Source: an optimization exercise on an open RTL-to-GDS flow (aim: small area). Production flows keep margins and buffers that such runs may drop.
In this exercise RTL edits were held to simulation tests only and were not proved equivalent to the original.
Power and IR drop assume default switching activity.

// router
module router (
  input  logic                     clk_i,
  input  logic                     rst_n_i,
  input  logic [16-1:0] din_i,
  input  logic [16-1:0] frame_n_i,
  input  logic [16-1:0] valid_n_i,
  output logic [16-1:0] dout_o,
  output logic [16-1:0] frame_n_o,
  output logic [16-1:0] valid_n_o
);
  localparam int P = 16;
  localparam int W = 4;
  localparam logic [2:0] S_IDLE = 3'b000;
  localparam logic [2:0] S_A1   = 3'b100;
  localparam logic [2:0] S_A2   = 3'b110;
  localparam logic [2:0] S_A3   = 3'b111;
  localparam logic [2:0] S_PAY  = 3'b011;
  localparam logic [2:0] S_DISC = 3'b001;
  localparam logic [2:0] S_IL1  = 3'b010;
  logic [2:0]   st_q [P];
  logic [P-1:0] b0_q, b1_q, b2_q;    
  logic [P-1:0] v0_q, v1_q;          
  logic [P-1:0] l1_q;                
  logic [P-1:0] addr_done;
  logic [3:0]   addr_hi [P];        
  logic [3:0]   addr_lo [P];        
  for (genvar i = 0; i < P; i++) begin : g_in
    logic [2:0] st_d;
    logic       is_pay;
    logic       is_addr;
    assign is_pay  = (st_q[i] == S_PAY);
    assign is_addr = (st_q[i] == S_A1) || (st_q[i] == S_A2) || (st_q[i] == S_A3);
    assign addr_done[i] = (st_q[i] == S_A3) && !frame_n_i[i];
    for (genvar k = 0; k < 4; k++) begin : g_dec
      assign addr_hi[i][k] = addr_done[i] && ({din_i[i], b0_q[i]} == 2'(k));
      assign addr_lo[i][k] = ({b1_q[i], b2_q[i]} == 2'(k));
    end
    always_comb begin
      if (frame_n_i[i]) begin
        st_d = is_addr ? S_DISC : (is_pay ? S_IL1 : S_IDLE);
      end else begin
        case (st_q[i])
          S_IDLE:  st_d = S_A1;
          S_IL1:   st_d = S_A1;
          S_A1:    st_d = S_A2;
          S_A2:    st_d = S_A3;
          S_A3:    st_d = S_PAY;
          S_DISC:  st_d = S_DISC;
          default: st_d = S_PAY;
        endcase
      end
    end
    always_ff @(posedge clk_i) begin
      if (!rst_n_i) begin
        st_q[i] <= S_IDLE;
      end else begin
        st_q[i] <= st_d;
      end
    end
    always_ff @(posedge clk_i) begin
      b0_q[i] <= din_i[i];
      b1_q[i] <= b0_q[i];
      b2_q[i] <= b1_q[i];
      v0_q[i] <= is_pay && !valid_n_i[i];
      v1_q[i] <= v0_q[i];
      l1_q[i] <= (st_q[i] == S_IL1);
    end
  end
  ...
For scale: ~2300 cells after synthesis.
==> flow/config.mk <==
export PLATFORM = sky130hd
export DESIGN_NAME = router
export DESIGN_NICKNAME = router
export VERILOG_FILES = /design/flow/design.v
export SDC_FILE = /design/flow/constraint.sdc
export NUM_CORES = 4
export LEC_CHECK = 0
export CAP_MARGIN = 20
export CORE_MARGIN = 2
export CORE_UTILIZATION = 50
export PLACE_DENSITY = 0.65
export SLEW_MARGIN = 20
==> flow/constraint.sdc <==
create_clock -name core_clock -period 5.0 [get_ports {clk_i}]
set_input_delay 1.0000 -clock core_clock [delete_from_list [all_inputs] [get_ports {clk_i}]]
set_output_delay 1.0000 -clock core_clock [all_outputs]
set_load 0.01 [all_outputs]
standard.sh (not shown) runs the stock make flow with config.mk's settings and CLKGATE_MAP_FILE= SYNTH_SCRIPT=/design/flow/synth_recipe.tcl, a recipe that flattens the netlist after the stock synthesis.
==> flow/flow/run.sh <==
#!/bin/bash
# Standard ORFS layout with three changes:
#  * after the standard synthesis, the combinational logic is re-mapped by ABC
#    for area (flow/remap.sh); the registers stay exactly as synthesized
#  * ports are buffered with the smallest buffer rather than a delay cell
#  * CTS inserts no dummy loads and uses small clock buffers
# Each step writes its full output to its own log in this folder.
set -euo pipefail
HERE=$(pwd)
RES=$HERE/orfs/results/$FLOW_PLATFORM/router/base
LIB=$FLOW_HOME/platforms/$FLOW_PLATFORM/lib/sky130_fd_sc_hd__tt_025C_1v80.lib
if [[ -x $FLOW_HOME/../tools/install/yosys/bin/yosys ]]; then
  export YOSYS_EXE=$FLOW_HOME/../tools/install/yosys/bin/yosys
fi
KNOBS=(
  BUFFER_PORTS_ARGS="-buffer_cell sky130_fd_sc_hd__buf_1"
  CTS_ARGS="-sink_clustering_enable -repair_clock_nets -dont_use_dummy_load -buf_list sky130_fd_sc_hd__clkbuf_4 -root_buf sky130_fd_sc_hd__clkbuf_8 -sink_clustering_size 10 -sink_clustering_max_diameter 50"
)

bash standard.sh "${KNOBS[@]}" synth > 1_standard_synth.log 2>&1

cp "$RES/1_2_yosys.v" "$HERE/1_2_yosys_standard.v"
bash flow/remap.sh "$LIB" "$HERE/1_2_yosys_standard.v" "$FLOW_TOP" "$HERE/flow/area.abc" \
  "$HERE/1_2_yosys_remapped.v" "$HERE/remap_stat.txt" > 2_remap.log 2>&1
cp "$HERE/1_2_yosys_remapped.v" "$RES/1_2_yosys.v"
rm -f "$RES/1_synth.odb" "$RES/1_synth.sdc"

bash standard.sh "${KNOBS[@]}" finish > 3_standard_finish.log 2>&1
==> flow/flow/remap.sh <==
#!/bin/bash
# remap.sh LIB IN.v TOP ABC_SCRIPT OUT.v STAT
# Re-maps the combinational logic of a mapped netlist for area. Registers are
# kept as they are (same instances, names and cell types, only some drive
# strengths change): every flip-flop cell is a black box while ABC re-maps the
# rest.
set -euo pipefail
LIB=$1; IN=$2; TOP=$3; ABC=$4; OUT=$5; STAT=$6
YS=$(mktemp --suffix=.ys -p "$(dirname "$OUT")")
cat > "$YS" <<YS
read_liberty -ignore_miss_func $LIB
read_verilog $IN
hierarchy -top $TOP
blackbox sky130_fd_sc_hd__df* sky130_fd_sc_hd__edf*
flatten
delete t:\$scopeinfo
opt_clean
abc -script $ABC -liberty $LIB -dont_use *lpflow* -dont_use *probe* -dont_use sky130_fd_sc_hd__dlygate* -dont_use sky130_fd_sc_hd__clkdly*
read_liberty -lib -ignore_redef $LIB
hierarchy -top $TOP
setundef -zero
splitnets
opt_clean -purge
hilomap -singleton -hicell sky130_fd_sc_hd__conb_1 HI -locell sky130_fd_sc_hd__conb_1 LO
insbuf -buf sky130_fd_sc_hd__buf_1 A X
opt_clean -purge
check -assert -mapped
# The second stage of each input's delay line feeds every output's crossbar:
# give those registers the stronger flip-flop of the same type up front,
# instead of a buffer from the placer's repair
chtype -set sky130_fd_sc_hd__dfxtp_2 c:b1_q* c:v1_q* c:l1_q*
tee -o $STAT stat -liberty $LIB
write_verilog -noattr -noexpr -nohex -nodec $OUT
YS
${YOSYS_EXE:-yosys} -s "$YS"
rm -f "$YS"
Other scripts of this flow, unchanged in this note and not shown: flow/flow/area.abc
Rerun with:
--- a/flow/flow/run.sh
+++ b/flow/flow/run.sh
@@ -17 +17 @@
-  CTS_ARGS="-sink_clustering_enable -repair_clock_nets -dont_use_dummy_load -buf_list sky130_fd_sc_hd__clkbuf_4 -root_buf sky130_fd_sc_hd__clkbuf_8 -sink_clustering_size 10 -sink_clustering_max_diameter 50"
+  CTS_ARGS="-sink_clustering_enable -repair_clock_nets -dont_use_dummy_load -buf_list sky130_fd_sc_hd__clkbuf_4 -root_buf sky130_fd_sc_hd__clkbuf_8 -sink_clustering_size 8 -sink_clustering_max_diameter 40"
--- a/flow/flow/remap.sh
+++ b/flow/flow/remap.sh
@@ -4,3 +4,2 @@
-# kept as they are (same instances, names and cell types, only some drive
-# strengths change): every flip-flop cell is a black box while ABC re-maps the
-# rest.
+# kept as they are (same instances, names and cell types): every flip-flop
+# cell is a black box while ABC re-maps the rest.
@@ -28,4 +26,0 @@
-# The second stage of each input's delay line feeds every output's crossbar:
-# give those registers the stronger flip-flop of the same type up front,
-# instead of a buffer from the placer's repair
-chtype -set sky130_fd_sc_hd__dfxtp_2 c:b1_q* c:v1_q* c:l1_q*
--- a/flow/config.mk
+++ b/flow/config.mk
@@ -10,2 +10,2 @@
-export CORE_UTILIZATION = 50
-export PLACE_DENSITY = 0.65
+export CORE_UTILIZATION = 40
+export PLACE_DENSITY = 0.6
Effect: Die area rises by 24%. Wire length is higher by 6.8%. Power increases by 3.9%. Final area came out higher by about 2.6%. Core utilization goes down by 9.6 points. Clock-buffer cell count is higher by 14. Global-route usage shrinks by 6.4 points. Cell count is higher by 6.3%. Setup slack is better by 220 ps. Synthesized area shrinks by 0.34%. Combinational power went up by 26%.

## separate check: timing with driven ports
Ports are ideal in the flow. The routed layouts listed here were re-timed in OpenROAD.
Step 1, drivers: a clkbuf_16 drives clk_i and a buf_2 each remaining input, both assumed.
Step 2 also shifts input and output timing later by t, the mid clock arrival at the registers, as if the neighbouring blocks saw the same clock.
Three values: ideal, step 1, step 2; two values: the first two.
run | t, ns | setup WS [ns] | worst slew at a driven data input, ns | cell pins on the clock port's net
the first run | 0.667 | 1.466 / 1.466 / 1.173 | 0.05 | 1
the second run | 0.684 | 1.690 / 1.690 / 1.101 | 0.06 | 1
After both steps setup and hold are still met in every run listed. For the second run, which loses most, drivers alone change the setup slack by 0.000 ns; drivers and shift together by -0.589 ns.
